Source: an optimization exercise on an open RTL-to-GDS flow (aim: small area, a short achievable clock period and few clock cycles per item). Production flows keep margins and buffers that such runs may drop. At most, simulation tests tie the RTL to the original design; equivalence was not proved. For run 4, only the layout was checked, not whether the RTL still works. Power is estimated from default activity; no workload was simulated.

File: config.mk
export PLATFORM = sky130hd
export DESIGN_NAME = execute_stage
export DESIGN_NICKNAME = execute_stage
export VERILOG_FILES = /design/flow/design.v
export SDC_FILE = /design/flow/constraint.sdc
export NUM_CORES = 4
export LEC_CHECK = 0
export ABC_AREA = 1
export CAP_MARGIN = 20
export CORE_MARGIN = 2
export CORE_UTILIZATION = 40
export SETUP_SLACK_MARGIN = 1.3
export SLEW_MARGIN = 20
File: constraint.sdc
create_clock -name core_clock -period 10.0 [get_ports {clk}]
set_input_delay 2.0000 -clock core_clock [delete_from_list [all_inputs] [get_ports {clk}]]
set_output_delay 2.0000 -clock core_clock [all_outputs]
set_load 0.01 [all_outputs]
File: design.v
`timescale 1ns/1ns
package exec_pkg;
   localparam int GHSR_WIDTH_DEFAULT = 8;
   typedef enum logic [3:0] {
      ALU_ADD   = 4'd0,
      ALU_SUB   = 4'd1,
      ALU_SLL   = 4'd2,
      ALU_SLT   = 4'd3,
      ALU_SLTU  = 4'd4,
      ALU_XOR   = 4'd5,
      ALU_SRL   = 4'd6,
      ALU_SRA   = 4'd7,
      ALU_OR    = 4'd8,
      ALU_AND   = 4'd9,
      ALU_LUI   = 4'd10,  
      ALU_MUL   = 4'd11,
      ALU_MULHU = 4'd12,
      ALU_DIVU  = 4'd13,
      ALU_REMU  = 4'd14
   } alu_op_type;
   typedef enum logic [2:0] {
      BR_EQ  = 3'd0,
      BR_NE  = 3'd1,
      BR_LT  = 3'd2,
      BR_GE  = 3'd3,
      BR_LTU = 3'd4,
      BR_GEU = 3'd5
   } branch_op_type;
   typedef enum logic [1:0] {
      MEM_BYTE = 2'd0,
      MEM_HALF = 2'd1,
      MEM_WORD = 2'd2
   } mem_size_type;
   typedef enum logic [1:0] {
      FWD_NONE   = 2'b00,  
      FWD_MEM_WB = 2'b01,
      FWD_EX_MEM = 2'b10
   } fwd_sel_type;
   typedef struct packed {
      alu_op_type    alu_op;
      logic          alu_src;    
      logic          is_branch;
      branch_op_type branch_op;
      logic          is_jump;    
      logic          is_jumpr;   
      logic          mem_read;
      logic          mem_write;
      mem_size_type  mem_size;
      logic          is_mul;     
   } control_type;
   typedef struct packed {
      logic                          pred_taken;
      logic [31:0]                   pred_target;
      logic [GHSR_WIDTH_DEFAULT-1:0] pred_ghsr;  
   } branch_predict_type;
endpackage
`timescale 1ns/1ns
import exec_pkg::*;
module operand_select (
   input  logic [31:0] data1,
   input  logic [31:0] data2,
   input  logic [1:0]  fwd_sel_rs1,
   input  logic [1:0]  fwd_sel_rs2,
   input  logic [31:0] fwd_data_ex_mem,
   input  logic [31:0] fwd_data_mem_wb,
   output logic [31:0] ops_rs1,
   output logic [31:0] ops_rs2
);
   function automatic logic [31:0] fwd_pick(input logic [1:0] sel, input logic [31:0] rf);
      logic s_mw;
      logic s_em;
      logic s_rf;
      s_mw     = ~sel[1] & sel[0];
      s_em     = sel[1] & ~sel[0];
      s_rf     = ~(s_mw | s_em);
      fwd_pick = (rf & {32{s_rf}}) | (fwd_data_mem_wb & {32{s_mw}})
               | (fwd_data_ex_mem & {32{s_em}});
   endfunction
   assign ops_rs1 = fwd_pick(fwd_sel_rs1, data1);
   assign ops_rs2 = fwd_pick(fwd_sel_rs2, data2);
endmodule
`timescale 1ns/1ns
import exec_pkg::*;
module alu (
   input  logic [31:0] left,
   input  logic [31:0] right,
   input  logic [3:0]  alu_op,
   output logic [31:0] sum,           
   output logic [31:0] other_result,  
   output logic [31:0] xor_bits,      
   output logic        lt_signed,     
   output logic        lt_unsigned
);
   logic        sub;
   logic [32:0] sum_c;
   logic [31:0] sh_rev;
   logic        sh_fill;
   logic [31:0] sh_out;
   logic [31:0] sh_out_rev;
   assign sub   = (alu_op == 4'd1) | (alu_op == 4'd3) | (alu_op == 4'd4);
   assign sum_c = {1'b0, left} + {1'b0, sub ? ~right : right} + {32'd0, sub};
   assign sum   = sum_c[31:0];
   assign lt_unsigned = ~sum_c[32];
   assign lt_signed   = (left[31] ^ right[31]) ? left[31] : sum_c[31];
   assign sh_fill = (alu_op == 4'd7) & left[31];
   always_comb begin
      for (int i = 0; i < 32; i++) sh_rev[i] = left[31 - i];
   end
   assign sh_out = $unsigned($signed({sh_fill, (alu_op == 4'd2) ? sh_rev : left}) >>> right[4:0]);
   always_comb begin
      for (int i = 0; i < 32; i++) sh_out_rev[i] = sh_out[31 - i];
   end
   assign xor_bits = left ^ right;
   assign other_result = (sh_out_rev   & {32{alu_op == 4'd2}})
                       | (xor_bits     & {32{alu_op == 4'd5}})
                       | (sh_out       & {32{alu_op[3:1] == 3'b011}})   
                       | ((left | right) & {32{alu_op == 4'd8}})
                       | ((left & right) & {32{alu_op == 4'd9}})
                       | (right        & {32{alu_op == 4'd10}});
endmodule
`timescale 1ns/1ns
import exec_pkg::*;
module branch_unit #(
   parameter int GHSR_WIDTH = exec_pkg::GHSR_WIDTH_DEFAULT
) (
   input  logic [31:0]           rs1,
   input  logic [31:0]           rs2,
   input  logic [31:0]           imm,
   input  logic [31:0]           pc,
   input  logic [31:0]           rs1_plus_imm,
   input  logic [31:0]           xor_bits,      
   input  logic                  alu_lt_signed,    
   input  logic                  alu_lt_unsigned,
   input  exec_pkg::control_type ctrl,
   input  exec_pkg::branch_predict_type branch_predict,
   output logic                  branch_taken,
   output logic [31:0]           branch_target_pc,
   output logic                  branch_flush,
   output logic [GHSR_WIDTH-1:0] ghsr_restore
);
   logic        cond_true;
   logic        eq;
   logic        lt_unsigned;
   logic        lt_signed;
   logic [31:0] pred;
   logic [31:0] pc_x;
   logic [31:0] pc_k;
   logic [31:0] rs_x;
   logic [31:0] rs_k;
   logic        pc_match;
   logic        rs_match;
   logic        target_match;
   assign eq          = (xor_bits == 32'd0);
   assign lt_unsigned = alu_lt_unsigned;
   assign lt_signed   = alu_lt_signed;
   always_comb begin
      case (ctrl.branch_op)
         BR_EQ:   cond_true = eq;
         BR_NE:   cond_true = ~eq;
         BR_LT:   cond_true = lt_signed;
         BR_GE:   cond_true = ~lt_signed;
         BR_LTU:  cond_true = lt_unsigned;
         BR_GEU:  cond_true = ~lt_unsigned;
         default: cond_true = 1'b0;
      endcase
   end
   assign branch_taken = ctrl.is_jump | ctrl.is_jumpr | (ctrl.is_branch & cond_true);
   assign branch_target_pc = ({rs1_plus_imm[31:1], 1'b0} & {32{ctrl.is_jumpr}})
                           | ((pc + imm) & {32{~ctrl.is_jumpr}});
   assign pred = branch_predict.pred_target;
   assign pc_x = pc ^ imm;
   assign rs_x = rs1 ^ imm;
   always_comb begin
      pc_k[0] = 1'b0;
      rs_k[0] = 1'b0;
      rs_k[1] = rs1[0] & imm[0];        
      for (int i = 1; i < 32; i++) begin
         pc_k[i] = (pc[i-1] & imm[i-1]) | (pc_x[i-1] & ~pred[i-1]);
         if (i > 1) rs_k[i] = (rs1[i-1] & imm[i-1]) | (rs_x[i-1] & ~pred[i-1]);
      end
   end
   assign pc_match     = ((pc_x ^ pred ^ pc_k) == 32'd0);
   assign rs_match     = ((rs_x[31:1] ^ pred[31:1] ^ rs_k[31:1]) == 31'd0) & ~pred[0];
   assign target_match = ctrl.is_jumpr ? rs_match : pc_match;
   assign branch_flush = (ctrl.is_branch | ctrl.is_jump | ctrl.is_jumpr)
                       & (branch_taken ? (~branch_predict.pred_taken | ~target_match)
                                       : branch_predict.pred_taken);
   assign ghsr_restore = {branch_predict.pred_ghsr[GHSR_WIDTH-2:0], branch_taken};
endmodule
`timescale 1ns/1ns
import exec_pkg::*;
module mul_div (
   input  logic        clk,
   input  logic        reset,
   input  logic        is_mul,
   input  logic [3:0]  alu_op,
   input  logic [31:0] a,
   input  logic [31:0] b,
   output logic [31:0] muldiv_result,
   output logic        muldiv_ready
);
   logic        busy_q;
   logic        div_q;    
   logic [4:0]  cnt_q;
   logic [31:0] x_q;      
   logic [63:0] p_q;
   logic        is_div;
   logic        last;
   logic [5:0]  lz_a;
   logic [5:0]  lz_b;
   logic [2:0]  top_b;
   logic        b_zero;
   logic [31:0] align_value;
   logic [4:0]  align_amount;
   logic [31:0] b_aligned;
   logic [3:0]  digit;
   logic [35:0] row_acc;
   logic [35:0] row0;
   logic [36:0] low_sum;
   logic [27:0] hi_inc;
   logic [63:0] p_mul;
   logic        qbit;
   logic [31:0] rem_next;
   logic [31:0] quo_next;
   logic [63:0] p_step;
   function automatic logic [5:0] clz32(input logic [31:0] v);
      logic [5:0] n;
      n = 6'd32;
      for (int i = 0; i < 32; i++) if (v[i]) n = 6'(31 - i);
      clz32 = n;
   endfunction
   function automatic logic [2:0] top_digit(input logic [31:0] v);
      logic [2:0] t;
      t = 3'd0;
      for (int i = 1; i < 8; i++) if (v[4*i +: 4] != 4'd0) t = 3'(i);
      top_digit = t;
   endfunction
   assign is_div = alu_op[2] & (alu_op[1] | alu_op[0]);  
   assign last   = (cnt_q == 5'd0);
   assign lz_a   = clz32(a);
   assign lz_b   = clz32(b);
   assign b_zero = (b == 32'd0);
   assign top_b  = top_digit(b);
   assign align_value  = b;
   assign align_amount = is_div ? ((!b_zero && lz_b >= lz_a) ? 5'(lz_b - lz_a) : 5'd0)
                                : {~top_b, 2'b00};
   assign b_aligned    = align_value << align_amount;
   assign digit   = div_q ? 4'b0001 : p_q[63:60];
   assign row_acc = div_q ? {4'b0000, p_q[63:32]} : {p_q[31:0], 4'b0000};
   assign row0    = {{4{div_q}}, (x_q & {32{digit[0]}}) ^ {32{div_q}}};
   assign low_sum = {1'b0, row_acc} + {1'b0, row0}
                  + {4'b0, x_q & {32{digit[1]}}, 1'b0}
                  + {3'b0, x_q & {32{digit[2]}}, 2'b0}
                  + {2'b0, x_q & {32{digit[3]}}, 3'b0}
                  + {36'd0, div_q};
   assign hi_inc  = p_q[59:32] + 28'd1;
   assign p_mul   = {low_sum[36] ? hi_inc : p_q[59:32], low_sum[35:0]};
   assign qbit     = low_sum[36];
   assign rem_next = qbit ? low_sum[31:0] : p_q[63:32];
   assign p_step   = div_q ? {rem_next, quo_next} : p_mul;
   assign quo_next = {p_q[30:0], qbit};
   always_ff @(posedge clk) begin
      if (reset) begin
         busy_q <= 1'b0;
      end else begin
         busy_q <= is_mul & ~(busy_q & last);
      end
   end
   always_ff @(posedge clk) begin
      if (!busy_q) begin
         div_q <= is_div;
         if (is_div) begin
            cnt_q <= align_amount;
            x_q   <= b_aligned;
            p_q   <= {a, {32{b_zero}}};
         end else begin
            cnt_q <= {2'b00, top_b};
            x_q   <= a;
            p_q   <= {b_aligned, 32'd0};
         end
      end else begin
         cnt_q <= cnt_q - 5'd1;
         p_q   <= p_step;
         if (div_q) x_q <= {1'b0, x_q[31:1]};
      end
   end
   assign muldiv_result = alu_op[0] ? p_step[31:0] : p_step[63:32];
   assign muldiv_ready = busy_q & last;
endmodule
`timescale 1ns/1ns
import exec_pkg::*;
module result_select (
   input  logic [31:0] rs2,
   input  logic [31:0] pc,
   input  exec_pkg::control_type ctrl,
   input  logic [31:0] sum,
   input  logic [31:0] other_result,
   input  logic        lt_signed,
   input  logic        lt_unsigned,
   input  logic [31:0] muldiv_result,
   output logic [31:0] rd_data,
   output logic [31:0] memory_data
);
   logic        link;
   logic        use_sum;
   logic        use_lt;
   logic        lt;
   logic [31:0] early;
   assign memory_data[7:0]   = rs2[7:0];
   assign memory_data[15:8]  = (ctrl.mem_size == MEM_BYTE) ? rs2[7:0] : rs2[15:8];
   assign memory_data[23:16] = (ctrl.mem_size == MEM_BYTE || ctrl.mem_size == MEM_HALF) ? rs2[7:0]
                                                                                      : rs2[23:16];
   assign memory_data[31:24] = (ctrl.mem_size == MEM_BYTE) ? rs2[7:0]
                             : (ctrl.mem_size == MEM_HALF) ? rs2[15:8] : rs2[31:24];
   assign link    = ctrl.is_jump | ctrl.is_jumpr;
   assign use_sum = ~link & (ctrl.alu_op[3:1] == 3'd0);
   assign use_lt  = ~link & ((ctrl.alu_op == 4'd3) | (ctrl.alu_op == 4'd4));
   assign lt      = ctrl.alu_op[0] ? lt_signed : lt_unsigned;
   assign early = ({pc[31:2] + 30'd1, pc[1:0]} & {32{link}})  
                | (muldiv_result & {32{ctrl.is_mul}})
                | other_result;
   assign rd_data = early | (sum & {32{use_sum}}) | {31'd0, use_lt & lt};
endmodule
`timescale 1ns/1ns
import exec_pkg::*;
module execute_stage #(
   parameter int GHSR_WIDTH = exec_pkg::GHSR_WIDTH_DEFAULT
) (
   input  logic                  clk,
   input  logic                  reset,
   input  logic [31:0]           data1,
   input  logic [31:0]           data2,
   input  logic [31:0]           pc,
   input  logic [31:0]           immediate_data,
   input  logic [15:0]           control_in,      
   input  logic [40:0]           branch_predict,  
   input  logic [1:0]            fwd_sel_rs1,     
   input  logic [1:0]            fwd_sel_rs2,
   input  logic [31:0]           fwd_data_ex_mem,
   input  logic [31:0]           fwd_data_mem_wb,
   output logic [15:0]           control_out,
   output logic [31:0]           rd_data,
   output logic [31:0]           branch_target_pc,
   output logic                  branch_flush,
   output logic [31:0]           memory_data,
   output logic [31:0]           memory_addr,
   output logic                  ex2if_branch_valid,
   output logic                  ex2if_branch_taken,
   output logic [31:0]           ex2if_branch_addr,
   output logic [31:0]           ex2if_branch_target_addr,
   output logic                  ex2if_branch_update_ghsr,
   output logic [GHSR_WIDTH-1:0] ex2if_ghsr_restore,
   output logic                  muldiv_ready
);
   exec_pkg::control_type        ctrl;
   exec_pkg::branch_predict_type bp;
   logic [31:0] rs1;
   logic [31:0] rs2;
   logic [31:0] right;
   logic [31:0] sum;
   logic [31:0] other_result;
   logic [31:0] xor_bits;
   logic        lt_signed;
   logic        lt_unsigned;
   logic [31:0] muldiv_result;
   assign ctrl = control_in;
   assign bp   = branch_predict;
   operand_select operand_select_i (
      .data1           (data1),
      .data2           (data2),
      .fwd_sel_rs1     (fwd_sel_rs1),
      .fwd_sel_rs2     (fwd_sel_rs2),
      .fwd_data_ex_mem (fwd_data_ex_mem),
      .fwd_data_mem_wb (fwd_data_mem_wb),
      .ops_rs1         (rs1),
      .ops_rs2         (rs2)
   );
   assign right = ctrl.alu_src ? immediate_data : rs2;
   assign memory_addr = rs1 + immediate_data;
   alu alu_i (
      .left        (rs1),
      .right       (right),
      .alu_op      (ctrl.alu_op),
      .sum         (sum),
      .other_result(other_result),
      .xor_bits    (xor_bits),
      .lt_signed   (lt_signed),
      .lt_unsigned (lt_unsigned)
   );
   branch_unit #(
      .GHSR_WIDTH (GHSR_WIDTH)
   ) branch_unit_i (
      .rs1              (rs1),
      .rs2              (rs2),
      .imm              (immediate_data),
      .pc               (pc),
      .rs1_plus_imm     (memory_addr),
      .xor_bits         (xor_bits),
      .alu_lt_signed    (lt_signed),
      .alu_lt_unsigned  (lt_unsigned),
      .ctrl             (ctrl),
      .branch_predict   (bp),
      .branch_taken     (ex2if_branch_taken),
      .branch_target_pc (branch_target_pc),
      .branch_flush     (branch_flush),
      .ghsr_restore     (ex2if_ghsr_restore)
   );
   mul_div mul_div_i (
      .clk           (clk),
      .reset         (reset),
      .is_mul        (ctrl.is_mul),
      .alu_op        (ctrl.alu_op),
      .a             (rs1),
      .b             (rs2),
      .muldiv_result (muldiv_result),
      .muldiv_ready  (muldiv_ready)
   );
   result_select result_select_i (
      .rs2           (rs2),
      .pc            (pc),
      .ctrl          (ctrl),
      .sum           (sum),
      .other_result  (other_result),
      .lt_signed     (lt_signed),
      .lt_unsigned   (lt_unsigned),
      .muldiv_result (muldiv_result),
      .rd_data       (rd_data),
      .memory_data   (memory_data)
   );
   assign ex2if_branch_valid       = ctrl.is_branch | ctrl.is_jump | ctrl.is_jumpr;
   assign ex2if_branch_update_ghsr = ctrl.is_branch;
   assign ex2if_branch_addr        = pc;
   assign ex2if_branch_target_addr = branch_target_pc;
   assign control_out              = control_in;
endmodule
File: flow/run.sh
#!/bin/bash
# Standard layout, with plain buffers on the ports instead of the delay cells buffer_ports picks
set -euo pipefail
export BUFFER_PORTS_ARGS="-buffer_cell sky130_fd_sc_hd__buf_1"
bash standard.sh > standard.log 2>&1
File: standard.sh
#!/bin/bash
# synth_recipe.tcl (not shown) runs the flow's synth.tcl, then flattens the netlist and writes it again
# the make line also repeats each setting of config.mk as NAME=value (left out here)
make -C /OpenROAD-flow-scripts/flow DESIGN_CONFIG=/design/flow/config.mk WORK_HOME=/design/flow/orfs CLKGATE_MAP_FILE= SYNTH_SCRIPT=/design/flow/synth_recipe.tcl "${@:-finish}"
==> results of run 1 <==
[cell families after synthesis]
group,count (synthesis)
buffers and inverters,820
xor gates and xnor gates,188
AOI/OAI and AO/OA,1077
and+or+nand+nor,1968
DFF,103
adders and majority gates,373
muxes,51
[through the flow]
stage	cell area (µm²)	total power [mW]	utilization, %
2_1_floorplan	28700	4.51	-
3_5_place_dp	31000	6.43	43.5
3_3_place_gp	31000	6.42	43.5
6_report	31700	7.09	44.6
5_1_grt	31700	7.68	44.6
4_1_cts	31400	6.85	44.0
[layout make-up]
cell class | instances | area, µm² | share of cell area [%]
multi-input cells | 3657 | 22900 | 72.2
repair buffers | 605 | 2920 | 9.20
flip-flops and latches | 103 | 2390 | 7.54
inverters | 530 | 2000 | 6.31
well taps | 950 | 1190 | 3.74
clock buffers | 10 | 239 | 0.753
clock inverters | 6 | 63.8 | 0.201
diodes | 5 | 12.5 | 0.0394
repair inverters | 1 | 5.00 | 0.0158
[cells in the final DEF, fill, tap and decap left out, drive strengths merged, types with 51 or more instances in the layout]
cell | Yosys | final
nand3 | 205 | 205
ha | 211 | 211
o21ai | 529 | 529
inv | 530 | 530
buf | 171 | 600
xor2 | 142 | 142
dfxtp | 70 | 70
fa | 162 | 162
o221ai | 66 | 66
a21oi | 237 | 237
mux2i | 51 | 51
o211ai | 53 | 53
nor2 | 297 | 297
nand2 | 1328 | 1328
[how the worst max path moves through the flow]
stage,from,endpoint,depth (start not counted)
floorplan,fwd_sel_rs2[0],ex2if_ghsr_restore[0],35
global placement,fwd_sel_rs1[0],rd_data[28],30
detailed placement,fwd_sel_rs1[0],rd_data[28],30
CTS,mul_div_i.div_q$_DFFE_PN_,rd_data[3],29
global route,fwd_sel_rs1[0],branch_flush,19
finish,fwd_sel_rs1[0],branch_flush,19
[per-layer routing]
metal	up-vias	GRT usage (%)
met1	15900	47.5
met5	-	0
met3	302	3.43
met2	1552	59.1
met4	0	22.4
li1	15800	-
[critical path, stage by stage]
cell       delay [ns]
buf_1            0.18
inv_1            0.10
ha_4             0.27
buf_4            0.14
buf_4            0.19
nand2_1          0.11
nand3_1          0.58
inv_1            0.55
fa_1             0.50
a2111oi_0        0.37
buf_4            0.20
nand4_1          0.08
nor2_1           0.11
nand2_1          0.06
o41ai_1          0.70
nand3_1          0.14
a21oi_1          0.17
nor2_1           0.06
clkbuf_2         0.12
[flip-flops by register name, summed over array words and instances, names as in the netlist]
name	count
mul_div_i.p_q	64
mul_div_i.x_q	32
mul_div_i.cnt_q	5
mul_div_i.busy_q	1
mul_div_i.div_q	1
[synth_stat cells, types with 16 or more instances]
cell	number	share of area, %
nand2_1	1311	17
o21ai_1	105	1.8
o221ai_1	66	2.0
xnor2_1	46	1.4
nand3_2	18	0.63
inv_2	17	0.22
buf_1	18	0.24
nand4_1	36	0.79
nand3_1	183	3.2
o21ai_2	23	0.70
nor2_1	285	3.7
o2111ai_1	18	0.55
inv_1	513	6.7
fa_1	162	11
buf_4	98	2.6
xor2_1	142	4.3
edfxtp_1	33	3.5
a22oi_1	17	0.45
nand2_2	16	0.35
ha_1	211	9.2
buf_2	42	0.73
a31oi_1	31	0.68
mux2i_1	51	1.8
or2_2	20	0.44
o21ai_0	401	7.0
dfxtp_1	70	4.9
a211oi_1	19	0.50
a221oi_1	19	0.58
a21oi_1	234	4.1
o211ai_1	51	1.3
nor4_1	20	0.44
nor3_1	45	0.79
clkbuf_1	119	1.6
[power groups by stage]
stage | Combinational (mW) | Clock, mW | Sequential (mW)
global placement | 5.70 | 0 | 0.722
detailed placement | 5.71 | 0 | 0.723
finish | 6.00 | 0.367 | 0.719
floorplan | 3.85 | 0 | 0.656
global route | 6.57 | 0.382 | 0.730
CTS | 5.77 | 0.371 | 0.712
[repair_timing]
| action | 4_1_cts | 5_1_grt |
|---|---|---|
| buffers inserted | 3 | 18 |
| hold endpoints to repair | 0 | 0 |
| cloned | 0 | 1 |
| gates resized for setup | 21 | 52 |
| pin swaps | 0 | 17 |
| setup endpoints to repair | 46 | 54 |
| hold buffers | 0 | 0 |
==> flow_summary.yaml, run 1 <==
layout:
  area_growth_syn_to_layout_pct: 10.8
  stdcell_count: 5867
  nets: 5535
  n_fill_cell: 7978
  final_layout_size_suffix_gt1_share_pct: 7.08
placed_design:
  place_worst_setup_slack_ns: 0.844
  gp_congestion: 1.04
  dpl.hpwl_um: 119000
  portBuffers: 456
  place_inst: 5824
worst_setup_path:
  startpoint_type: "input port"
  required_ns: 8.00
  reg2regPathDepth: 23
  timing.rr.start: "mul_div_i.div_q$_DFFE_PN_"
  worstSetupEndpointType: "output port"
  worstPathArrival_ns: 6.67
  path_class: "input port to output port"
  timing.reg2reg.setup_slack_ns: 4.22
  critPathMaxFanout: 15
  r2r_end: "mul_div_i.p_q[32]$_DFF_P_"
timing:
  max-slew-margin-rel_pct: 27.1
  rsz0062_at_grt: "no"
  fin_crit_ns: 8.67
  tns_ns: 0
  clock.fmax_mhz: 115
  hold_viol: 0
  fin_skew_ns: 0.0135
  finalMaxSlewViolations: 0
  finalCritPeriodShare_pct: 86.7
  fin_ws_ns: 1.33
  worst_pin_slew_ns: 1.09
  whs_ns: 0.456
  setup_viol: 0
grt:
  grt_first_pass_wirelength_um: 203000
  grt_max_degree: 61
  grt_usage_pct: 36.7
  first_global_vias: 31900
  antenna_found_initial: 7
  gr-total-overflow: 0
synth:
  synthesis.instances: 4580
  synth.mux.area_fraction_pct: 1.78
  yosys.area_share.simple_pct: 28.6
  synthFlopType: "dfxtp_1"
  synth_edf_count: 33
  async_flop_share_pct: 0
  syn-cell-area_mm2: 0.0287
  synth_nets: 5208
  ys_seq_area_share_pct: 8.35
  yosysUniqueCellTypes: 68
  synth_warnings: 4
  synth_top_family_by_area: "simple AND/OR/NAND/NOR gates"
  synth-seq-cells: 103
  synth_compound_area_share_pct: 22.4
  synth.avg_cell_area_um2: 6.26
  synth-adder-area-share_pct: 20.5
  synth_xor_area_share_pct: 5.75
power_and_ir_drop:
  switching_share_pct: 61.7
  power.density_mw_per_mm2: 223
  power.leakage_nw: 14.6
  combPwrFrac_pct: 84.7
  switchingPower_mw: 4.37
  p_clk_share_pct: 5.2
  intPower_mw: 2.71
  ir_worst_vdd_mv: 0.267
  pwr-share-seq_pct: 10.1
drt:
  drt_iter0_drc: 3036
  drc: 0
  viasPerCell: 5.71
  postRouteAntennaNets: 0
  wl_met2_um: 62400
  totalWireLength_um: 140000
  drtPass1Iterations: 6
  num_vias: 33500
  dr_wl_met3_um: 9760
  wl_per_cell_um: 23.9
  drt-met1-wl_um: 58500
  top_layer: "met4"
floorplan:
  start_util_pct: 40.2
  die_y_um: 272
  rows: 98
  io_pins: 476
  core_mm2: 0.0712
  die-area_mm2: 0.0738
  dieWidth_um: 272
min_path:
  whs_endpoint: "mul_div_i.cnt_q[0]$_DFF_P_"
  holdPathStages: 1
  hold_path.class: "flop to flop"
  worstHoldStart: "mul_div_i.cnt_q[0]$_DFF_P_"
status:
  status: "complete, no violations"
clock_tree:
  tritoncts: "built"
  clock_path_buffers: 2
  ctsRootBufferMaster: "clkbuf_16"
  clk_latency_ns: 0.37
  clkSinkCount: 103
  cts_max_level: 3
  clk_pin_slew_ns: 0.07
  cts_buffers: 9
job:
  drv_cap: 0
Testbench counts, summed over its fixed seeds: cycles 35,945, instrs 24,164.
==> run 2, diff against run 1 <==
--- a/config.mk
+++ b/config.mk
@@ -9,5 +9,5 @@
 export CAP_MARGIN = 20
 export CORE_MARGIN = 2
 export CORE_UTILIZATION = 40
-export SETUP_SLACK_MARGIN = 1.3
+export SETUP_SLACK_MARGIN = 1.7
 export SLEW_MARGIN = 20
==> run 2 against run 1 <==
Global-route usage grew 0.21 points. Final cell count grew 0.63%. Area after synthesis is the same. Critical path depth is the same. First-iteration DRC count grew 3.1%. Wire length grew 1.4%. Critical endpoint is now rd_data[4]. Highest routed layer is now met5.
==> flow_summary.yaml, run 2 <==
timing:
  finalCritPeriodShare_pct: 82.6
  fin_crit_ns: 8.26
  finalMaxSlewViolations: 0
  rsz0062_at_grt: "yes"
  max-slew-margin-rel_pct: 27.0
  worst_pin_slew_ns: 1.09
  setup_viol: 0
  clock.fmax_mhz: 121
  tns_ns: 0
  fin_ws_ns: 1.74
  fin_skew_ns: 0.00738
  whs_ns: 0.456
  hold_viol: 0
clock_tree:
  clkSinkCount: 103
  clk_latency_ns: 0.37
  cts_buffers: 9
  hold_buffers: 0
  clock_path_buffers: 2
  ctsRootBufferMaster: "clkbuf_16"
  tritoncts: "built"
  clk_pin_slew_ns: 0.07
  cts_max_level: 3
layout:
  final_layout_size_suffix_gt1_share_pct: 9.78
  largest_reg_flops: 64
  nets: 5571
  regMostFlops: "mul_div_i.p_q"
  layout_commonest_cell: "nand2_1"
  reg_top3: "mul_div_i.p_q x64, mul_div_i.x_q x32, mul_div_i.cnt_q x5"
  final_core_utilization_pct: 45.9
  design_area_mm2: 0.0327
  seq_area_mm2: 0.00239
  most-common-layout-cells: "nand2_1, inv_1, buf_1"
  n_fill_cell: 7889
  multiInputGateArea_mm2: 0.0234
  area_growth_syn_to_layout_pct: 14.1
  stdcell_count: 5904
floorplan:
  io_pins: 476
  core_mm2: 0.0712
  dieWidth_um: 272
  rows: 98
  die_y_um: 272
  start_util_pct: 40.2
  die-area_mm2: 0.0738
placed_design:
  place_worst_setup_slack_ns: 0.844
  portBuffers: 456
  placed_area_mm2: 0.0310
  dpl.hpwl_um: 119000
  gp_congestion: 1.04
  place_inst: 5824
power_and_ir_drop:
  ir_worst_vdd_mv: 0.256
  power.density_mw_per_mm2: 228
  power.leakage_nw: 14.9
  finalPower_mw: 7.46
grt:
  antenna_found_initial: 8
  gr-total-overflow: 0
  first_global_vias: 32200
  grt_max_degree: 61
  grt_usage_pct: 36.9
  grt_first_pass_wirelength_um: 205000
worst_setup_path:
  path_class: "input port to output port"
  startpoint_type: "input port"
  required_ns: 8.00
  timing.reg2reg.setup_slack_ns: 4.42
  worstSetupEndpointType: "output port"
  critPathMaxFanout: 20
  worstPathArrival_ns: 6.26
synth:
  synthTopCellsByCount: "nand2_1, inv_1, o21ai_0, nor2_1, a21oi_1"
  synth-seq-cells: 103
  synth_warnings: 4
  synthFlopType: "dfxtp_1"
  yosysUniqueCellTypes: 68
  synthesis.instances: 4580
  ys_seq_area_share_pct: 8.35
  synth_top_cell_by_area: "nand2_1"
  synth.avg_cell_area_um2: 6.26
  synth_most_common_cell: "nand2_1"
  synth_area_leaders: "nand2_1, fa_1, ha_1"
  synth_nets: 5208
  syn-cell-area_mm2: 0.0287
  async_flop_share_pct: 0
  yosysTopAreaCellShare_pct: 17.2
  synth_edf_count: 33
drt:
  viasPerCell: 5.75
  drtPass1Iterations: 6
  wl_per_cell_um: 24.1
  totalWireLength_um: 142000
  postRouteAntennaNets: 0
  num_vias: 33900
  drt_iter0_drc: 3129
  drc: 0
status:
  status: "complete, no violations"
job:
  drv_cap: 0
min_path:
  hold_path.class: "flop to flop"
-- run 2: cell counts after synthesis --
Identical to the previous run, type by type.
-- run 2: final timing paths --
kind	startpoint	to	cells after the start
worst min-delay path	mul_div_i.cnt_q[0]$_DFF_P_	mul_div_i.cnt_q[0]$_DFF_P_	1
worst min register to register	mul_div_i.cnt_q[0]$_DFF_P_	mul_div_i.cnt_q[0]$_DFF_P_	1
worst max register to register	mul_div_i.div_q$_DFFE_PN_	mul_div_i.p_q[32]$_DFF_P_	24
worst max-delay path	fwd_sel_rs1[0]	rd_data[4]	19
-- run 2: layout make-up --
| type | instances | share of cell area (%) |
|---|---|---|
| inverters | 530 | 6.16 |
| diodes | 6 | 0.0459 |
| flip-flops and latches | 103 | 7.33 |
| clock inverters | 6 | 0.195 |
| well taps | 950 | 3.64 |
| repair inverters | 1 | 0.0153 |
| repair buffers | 639 | 10.2 |
| clock buffers | 10 | 0.731 |
| multi-input cells | 3659 | 71.7 |
-- run 2: power by group --
| group | switching, mW | leakage (nW) | internal, mW |
|---|---|---|---|
| registers | 0.152 | 0.938 | 0.567 |
| clock network | 0.184 | 0.146 | 0.183 |
| logic | 4.21 | 13.8 | 2.16 |
-- run 2: logic make-up after synthesis --
group           share of synthesized area, %
simple gates                            28.6
fa+ha+maj                               20.5
mux                                     1.78
flops                                   8.35
buf+inv                                 12.6
compound gates                          22.4
xor+xnor                                5.75
-- run 2: metal layers --
layer	vias up	global-route usage [%]	routed length (µm)	part of all wire, %
met3	313	3.44	10100	7.1
li1	15900	-	-	-
met1	16200	47.7	58800	41
met4	2	22.2	10200	7.1
met5	-	0	8	0.0056
met2	1566	59.6	63300	44
-- run 2: what timing repair did --
action | CTS | global route
endpoints found under the setup margin | 130 | 116
pin swaps | 21 | 56
cloned | 1 | 5
resized for setup | 80 | 166
setup buffers | 23 | 29
-- run 2: critical path: stages --
cell and delay, ns:
clkbuf_2 0.12, inv_1 0.09, ha_4 0.23, buf_4 0.30, nand2_1 0.08, nand3_1 0.51
inv_1 0.37, o21ai_0 0.35, nand2_1 0.09, o21ai_0 0.11, nand2_1 0.07, o21ai_0 0.14
nor2_1 0.08, o311ai_0 0.52, o21ai_0 0.43, nor2_1 0.19, nor3_1 0.11, nand2_1 0.25
buf_1 0.19
==> run 3, diff against run 2 <==
--- a/config.mk
+++ b/config.mk
@@ -9,5 +9,5 @@
 export CAP_MARGIN = 20
 export CORE_MARGIN = 2
 export CORE_UTILIZATION = 40
-export SETUP_SLACK_MARGIN = 1.7
+export SETUP_SLACK_MARGIN = 1.5
 export SLEW_MARGIN = 20
==> run 3 against run 2 <==
Critical path depth rose by 1. First-iteration DRC count hardly changed. Register-to-register slack got worse by 0.08 ns. Sequential power about the same. Clock power hardly changed. Via count fell by 0.10%. Non-clock buffer count fell by 23. Clock-buffer cell count did not move. Power decreased by 2.7%. Clock skew decreased by 0.0010 ns. Critical endpoint is now branch_flush. Largest power group unchanged.
==> flow_summary.yaml, run 3 <==
status:
  status: "complete, no violations"
min_path:
  worstHoldStart: "mul_div_i.cnt_q[0]$_DFF_P_"
  whs_endpoint: "mul_div_i.cnt_q[0]$_DFF_P_"
  holdPathStages: 1
  hold_path.class: "flop to flop"
placed_design:
  portBuffers: 456
  gp_congestion: 1.04
  placed_area_mm2: 0.0310
  place_inst: 5824
  dpl.hpwl_um: 119000
floorplan:
  dieWidth_um: 272
  start_util_pct: 40.2
  die_y_um: 272
  io_pins: 476
  rows: 98
  core_mm2: 0.0712
  die-area_mm2: 0.0738
timing:
  clock.fmax_mhz: 118
  finalMaxSlewViolations: 0
  fin_skew_ns: 0.00634
  worst_pin_slew_ns: 1.11
  fin_crit_ns: 8.45
  setup_viol: 0
  rsz0062_at_grt: "yes"
  finalCritPeriodShare_pct: 84.5
  hold_viol: 0
  max-slew-margin-rel_pct: 25.2
  tns_ns: 0
grt:
  gr-total-overflow: 0
  grt_max_degree: 61
  antenna_found_initial: 7
  first_global_vias: 32100
  grt_first_pass_wirelength_um: 204000
  grt_usage_pct: 36.8
drt:
  drt_iter0_drc: 3132
  drc: 0
  drtPass1Iterations: 6
  viasPerCell: 5.77
  totalWireLength_um: 141000
  postRouteAntennaNets: 0
  wl_per_cell_um: 24.1
  num_vias: 33900
power_and_ir_drop:
  ir_worst_vdd_mv: 0.270
  power.leakage_nw: 14.7
  power.density_mw_per_mm2: 226
synth:
  synthesis.instances: 4580
  synth_nets: 5208
  synthFlopType: "dfxtp_1"
  synth_top_cell_by_area: "nand2_1"
  async_flop_share_pct: 0
  synth-seq-cells: 103
  synth_most_common_cell: "nand2_1"
  synth_area_leaders: "nand2_1, fa_1, ha_1"
  synth_warnings: 4
  yosysTopAreaCellShare_pct: 17.2
  yosysUniqueCellTypes: 68
  synth_edf_count: 33
  syn-cell-area_mm2: 0.0287
  synth.avg_cell_area_um2: 6.26
  synthTopCellsByCount: "nand2_1, inv_1, o21ai_0, nor2_1, a21oi_1"
  ys_seq_area_share_pct: 8.35
worst_setup_path:
  r2r_end: "mul_div_i.p_q[32]$_DFF_P_"
  critPathMaxFanout: 15
  startpoint_type: "input port"
  worstSetupEndpointType: "output port"
  timing.rr.start: "mul_div_i.div_q$_DFFE_PN_"
  path_class: "input port to output port"
  required_ns: 8.00
  worstPathArrival_ns: 6.45
  reg2regPathDepth: 25
  timing.reg2reg.setup_slack_ns: 4.34
clock_tree:
  tritoncts: "built"
  clk_pin_slew_ns: 0.07
  cts_max_level: 3
  clk_latency_ns: 0.37
  hold_buffers: 0
  ctsRootBufferMaster: "clkbuf_16"
  cts_buffers: 9
  clock_path_buffers: 2
  clkSinkCount: 103
job:
  drv_cap: 0
layout:
  largest_reg_flops: 64
  regMostFlops: "mul_div_i.p_q"
  nets: 5547
  final_layout_size_suffix_gt1_share_pct: 8.14
  stdcell_count: 5879
  design_area_mm2: 0.0321
  layout_commonest_cell: "nand2_1"
  final_core_utilization_pct: 45.0
  n_fill_cell: 7956
  most-common-layout-cells: "nand2_1, inv_1, buf_1"
  area_growth_syn_to_layout_pct: 12.0
  reg_top3: "mul_div_i.p_q x64, mul_div_i.x_q x32, mul_div_i.cnt_q x5"
-- run 3: cell types whose count changed in the layout (fill, tap and decap cells not counted), sizes merged --
cell	previous run	this run
inv	528	529
clkinv	3	2
buf	627	608
nor2	298	297
clkbuf	22	18
diode	6	5
-- run 3: power by group --
| part | internal, mW | switching, mW | total, mW |
|---|---|---|---|
| Sequential | 0.567 | 0.151 | 0.718 |
| Clock | 0.183 | 0.183 | 0.366 |
| Combinational | 2.04 | 4.12 | 6.17 |
| Total | 2.79 | 4.46 | 7.25 |
-- run 3: cells by family after synthesis --
kind of cell | count (synthesis) | synth area share [%]
AOI/OAI and AO/OA | 1077 | 22.4
and+or+nand+nor | 1968 | 28.6
muxes | 51 | 1.78
DFF | 103 | 8.35
buffers and inverters | 820 | 12.6
adders and majority gates | 373 | 20.5
xor gates and xnor gates | 188 | 5.75
-- run 3: worst max-delay path by stage --
stage / slack (ns) / depth (start not counted) / to / startpoint
after floorplan: 2.00 / 35 / ex2if_ghsr_restore[0] / fwd_sel_rs2[0]
after global placement: 0.85 / 30 / rd_data[28] / fwd_sel_rs1[0]
after detailed placement: 0.84 / 30 / rd_data[28] / fwd_sel_rs1[0]
after CTS: 1.50 / 29 / branch_target_pc[28] / fwd_sel_rs1[0]
after global routing: 1.40 / 27 / branch_flush / fwd_sel_rs2[0]
final: 1.55 / 20 / branch_flush / fwd_sel_rs1[0]
-- run 3: per-layer routing --
layer	wire (µm)	global-route usage, %	vias up	part of all wire, %
met5	8	0	-	0.0057
met4	9930	22.5	2	7.0
met3	10200	3.33	301	7.2
met2	62900	59.3	1676	45
met1	58300	47.8	16100	41
li1	-	-	15800	-
-- run 3: cell type report --
class | instances | area, µm² | share of cell area (%)
clock inverters | 6 | 63.8 | 0.199
inverters | 530 | 2010 | 6.25
multi-input cells | 3658 | 23100 | 72.1
diodes | 5 | 12.5 | 0.0390
flip-flops and latches | 103 | 2390 | 7.46
well taps | 950 | 1190 | 3.70
clock buffers | 10 | 239 | 0.745
repair buffers | 616 | 3050 | 9.50
repair inverters | 1 | 5.00 | 0.0156
-- run 3: through the flow --
stage          power, mW  setup slack, ns  hold slack (ns)
3_5_place_dp        6.43            0.844            0.447
6_report            7.25             1.55            0.456
5_1_grt             7.85             1.40            0.467
3_3_place_gp        6.42            0.847            0.440
4_1_cts             6.90             1.50            0.459
2_1_floorplan       4.51             2.00            0.427
-- run 3: critical path: stages --
cell and delay, ns:
buf_1 0.17, inv_1 0.11, ha_4 0.34, buf_4 0.25
nand2_1 0.08, nand3_1 0.48, inv_1 0.38, fa_1 0.48
xor2_1 0.15, nand2_1 0.07, a2111oi_0 0.28, buf_4 0.20
nand4_1 0.08, nor2_1 0.11, nand2_1 0.06, o41ai_1 0.70
nand3_1 0.14, a21oi_1 0.17, nor2_1 0.06, clkbuf_2 0.12
-- run 3: timing repair --
item,4_1_cts,5_1_grt
buffers inserted,11,20
gates cloned,1,2
gates resized for setup,42,97
pin swaps,5,37
endpoints found under the setup margin,86,97
==> run 4, diff against run 3 <==
--- a/design.v
+++ b/design.v
@@ -217,7 +217,6 @@
    logic [35:0] row_acc;
    logic [35:0] row0;
    logic [36:0] low_sum;
-   logic [27:0] hi_inc;
    logic [63:0] p_mul;
    logic        qbit;
    logic [31:0] rem_next;
@@ -253,8 +252,7 @@
                   + {3'b0, x_q & {32{digit[2]}}, 2'b0}
                   + {2'b0, x_q & {32{digit[3]}}, 3'b0}
                   + {36'd0, div_q};
-   assign hi_inc  = p_q[59:32] + 28'd1;
-   assign p_mul   = {low_sum[36] ? hi_inc : p_q[59:32], low_sum[35:0]};
+   assign p_mul   = {p_q[59:32] + {27'd0, low_sum[36]}, low_sum[35:0]};
    assign qbit     = low_sum[36];
    assign rem_next = qbit ? low_sum[31:0] : p_q[63:32];
    assign p_step   = div_q ? {rem_next, quo_next} : p_mul;
==> run 4 against run 3 <==
Die area decreased by 1.8%. Critical endpoint is now rd_data[26]. Wire length increased by 4.5%. Clock skew increased by 0.0033 ns. Still clean on timing, DRC and antenna. Core utilization increased by 3.7 points. Highest routed layer unchanged. Register-to-register slack got worse by 4.0 ns. Global-route usage increased by 1.6 points. Cell area increased by 6.1%. Power increased by 8.1%.
==> flow_summary.yaml, run 4 <==
synth:
  synthFlopType: "dfxtp_1"
  synth.avg_cell_area_um2: 6.19
  synth_top_cell_by_area: "nand2_1"
  synth_warnings: 4
  synthTopCellsByCount: "nand2_1, inv_1, o21ai_0, nor2_1, a21oi_1"
  synth_nets: 5176
  yosysTopAreaCellShare_pct: 17.7
  synth-seq-cells: 103
  ys_seq_area_share_pct: 8.50
  synthesis.instances: 4547
  async_flop_share_pct: 0
  synth_edf_count: 33
  syn-cell-area_mm2: 0.0281
  synth_area_leaders: "nand2_1, fa_1, ha_1"
  synth_most_common_cell: "nand2_1"
  yosysUniqueCellTypes: 75
clock_tree:
  clkSinkCount: 103
  clk_pin_slew_ns: 0.08
  ctsRootBufferMaster: "clkbuf_16"
  hold_buffers: 0
  cts_buffers: 9
  clock_path_buffers: 2
  tritoncts: "built"
  clk_latency_ns: 0.38
  cts_max_level: 3
drt:
  dr_wl_met3_um: 13100
  postRouteAntennaNets: 0
  wl_met2_um: 66800
  top_layer: "met5"
  drt-met1-wl_um: 55600
  totalWireLength_um: 148000
  wl_per_cell_um: 24.6
  viasPerCell: 5.77
  drt_iter0_drc: 4118
  num_vias: 34700
  drtPass1Iterations: 6
  drc: 0
worst_setup_path:
  required_ns: 8.00
  crit_family: "simple AND/OR/NAND/NOR gates"
  critPathSlowestCell: "fa_2"
  path_common_cell: "nor2_4"
  startpoint_type: "flop"
  path_class: "flop to output port"
  worstSetupEndpointType: "output port"
  worstPathArrival_ns: 7.80
  critPathMaxFanout: 8
  crit_buf_inv: 10
  cpPeakStageDelay_ns: 0.56
power_and_ir_drop:
  power.leakage_nw: 15.7
  ir_worst_vdd_mv: 0.261
  finalPower_mw: 7.84
  power.density_mw_per_mm2: 230
placed_design:
  placed_area_mm2: 0.0308
  portBuffers: 456
  place_inst: 5792
  gp_congestion: 1.06
  dpl.hpwl_um: 119000
grt:
  gr-total-overflow: 0
  grt_first_pass_wirelength_um: 209000
  first_global_vias: 32200
  grt_max_degree: 67
  grt_usage_pct: 38.4
  antenna_found_initial: 14
timing:
  finalCritPeriodShare_pct: 98.0
  clock.fmax_mhz: 102
  fin_crit_ns: 9.80
  whs_ns: 0.454
  setup_viol: 0
  max-slew-margin-rel_pct: 24.4
  rsz0062_at_grt: "yes"
  fin_skew_ns: 0.00959
  finalMaxSlewViolations: 0
  worst_pin_slew_ns: 1.13
  hold_viol: 0
  tns_ns: 0
layout:
  multiInputGateArea_mm2: 0.0236
  layout_commonest_cell: "nand2_1"
  largest_reg_flops: 64
  n_fill_cell: 7386
  design_area_mm2: 0.0340
  reg_top3: "mul_div_i.p_q x64, mul_div_i.x_q x32, mul_div_i.cnt_q x5"
  seq_area_mm2: 0.00239
  nets: 5691
  area_growth_syn_to_layout_pct: 20.9
  most-common-layout-cells: "nand2_1, inv_1, buf_1"
  stdcell_count: 6013
  regMostFlops: "mul_div_i.p_q"
  final_layout_size_suffix_gt1_share_pct: 13.5
min_path:
  hold_path.class: "flop to flop"
floorplan:
  io_pins: 476
  core_mm2: 0.0698
  start_util_pct: 40.3
  die-area_mm2: 0.0725
  dieWidth_um: 269
  die_y_um: 269
  rows: 97
status:
  status: "complete, no violations"
job:
  drv_cap: 0
-- run 4: worst paths after layout --
check	cells past startpoint	start	slack, ns	to
max	45	mul_div_i.div_q$_DFFE_PN_	0.20	rd_data[26]
min	1	mul_div_i.cnt_q[0]$_DFF_P_	0.45	mul_div_i.cnt_q[0]$_DFF_P_
max reg2reg	66	mul_div_i.div_q$_DFFE_PN_	0.35	mul_div_i.p_q[62]$_DFF_P_
min reg2reg	1	mul_div_i.cnt_q[0]$_DFF_P_	0.45	mul_div_i.cnt_q[0]$_DFF_P_
-- run 4: cell families (layout without fill, tap and decap cells) --
family | after synthesis | after routing | synth area share (%)
fa+ha+maj | 374 | 374 | 20.9
xor+xnor | 173 | 173 | 5.38
compound gates | 1063 | 1063 | 22.3
buf+inv | 808 | 1324 | 12.4
flops | 103 | 103 | 8.50
other cells | 0 | 6 | 0
mux | 51 | 51 | 1.81
simple gates | 1975 | 1979 | 28.6
-- run 4: per-stage QoR --
stage,utilization (%),setup WS [ns]
after global routing,48.8,-0.220
after detailed placement,44.1,0.281
after CTS,47.0,0.423
after floorplan,-,1.15
final,48.8,0.200
after global placement,44.1,0.329
-- run 4: per-layer routing --
| metal | up-vias | GRT usage, % |
|---|---|---|
| met4 | 6 | 26.7 |
| li1 | 16100 | - |
| met1 | 16200 | 47.0 |
| met5 | - | 0 |
| met3 | 460 | 5.17 |
| met2 | 1961 | 62.7 |
-- run 4: cell type report --
class / count / share of cell area, %
Tap cell: 940 / 3.46
Clock buffer: 10 / 0.702
Inverter: 522 / 5.85
Clock inverter: 6 / 0.151
Antenna cell: 6 / 0.0441
Multi-Input combinational cell: 3640 / 69.3
Sequential cell: 103 / 7.03
Timing Repair Buffer: 786 / 13.5
-- run 4: power by group --
group	total (mW)	switching, mW	internal, mW
registers	0.724	0.154	0.570
clock network	0.365	0.184	0.180
logic	6.75	4.23	2.52
-- run 4: timing repair --
item                       4_1_cts  5_1_grt
gates cloned                     2        4
setup endpoints to repair       90      124
pin swaps                       53       80
resized for setup              130      253
setup buffers                  147       46

[static timing again, ports no longer ideal]
In the flow no input, the clock included, has a driving cell. The finished layouts below were timed again as built, in two steps.
Step 1 sets driving cells, clkbuf_16 on the clock port and buf_2 on the other inputs (assumed; they add their load-dependent delay and slew).
Step 2 adds t to the input delays and takes it off the output delays; t is the mean of the earliest and latest rising clock arrival at the registers after step 1. Input paths then give back, and output paths get back, about the clock's delay inside the block.
Slacks: no drivers / after step 1 / after step 2; pairs: no drivers / after step 1.
run	shift t [ns]	setup WS [ns]	clock arrival spread, ns
run 1	0.417	1.327 / 1.304 / 1.193	0.013 / 0.013
run 2	0.422	1.737 / 1.715 / 1.715	0.007 / 0.007
run 3	0.414	1.545 / 1.522 / 1.463	0.006 / 0.006
run 4	0.428	0.200 / 0.148 / 0.346	0.010 / 0.009
After both steps setup and hold are still met in every run listed. For run 1, which loses most, drivers alone change the setup slack by -0.023 ns; drivers and shift together by -0.134 ns.
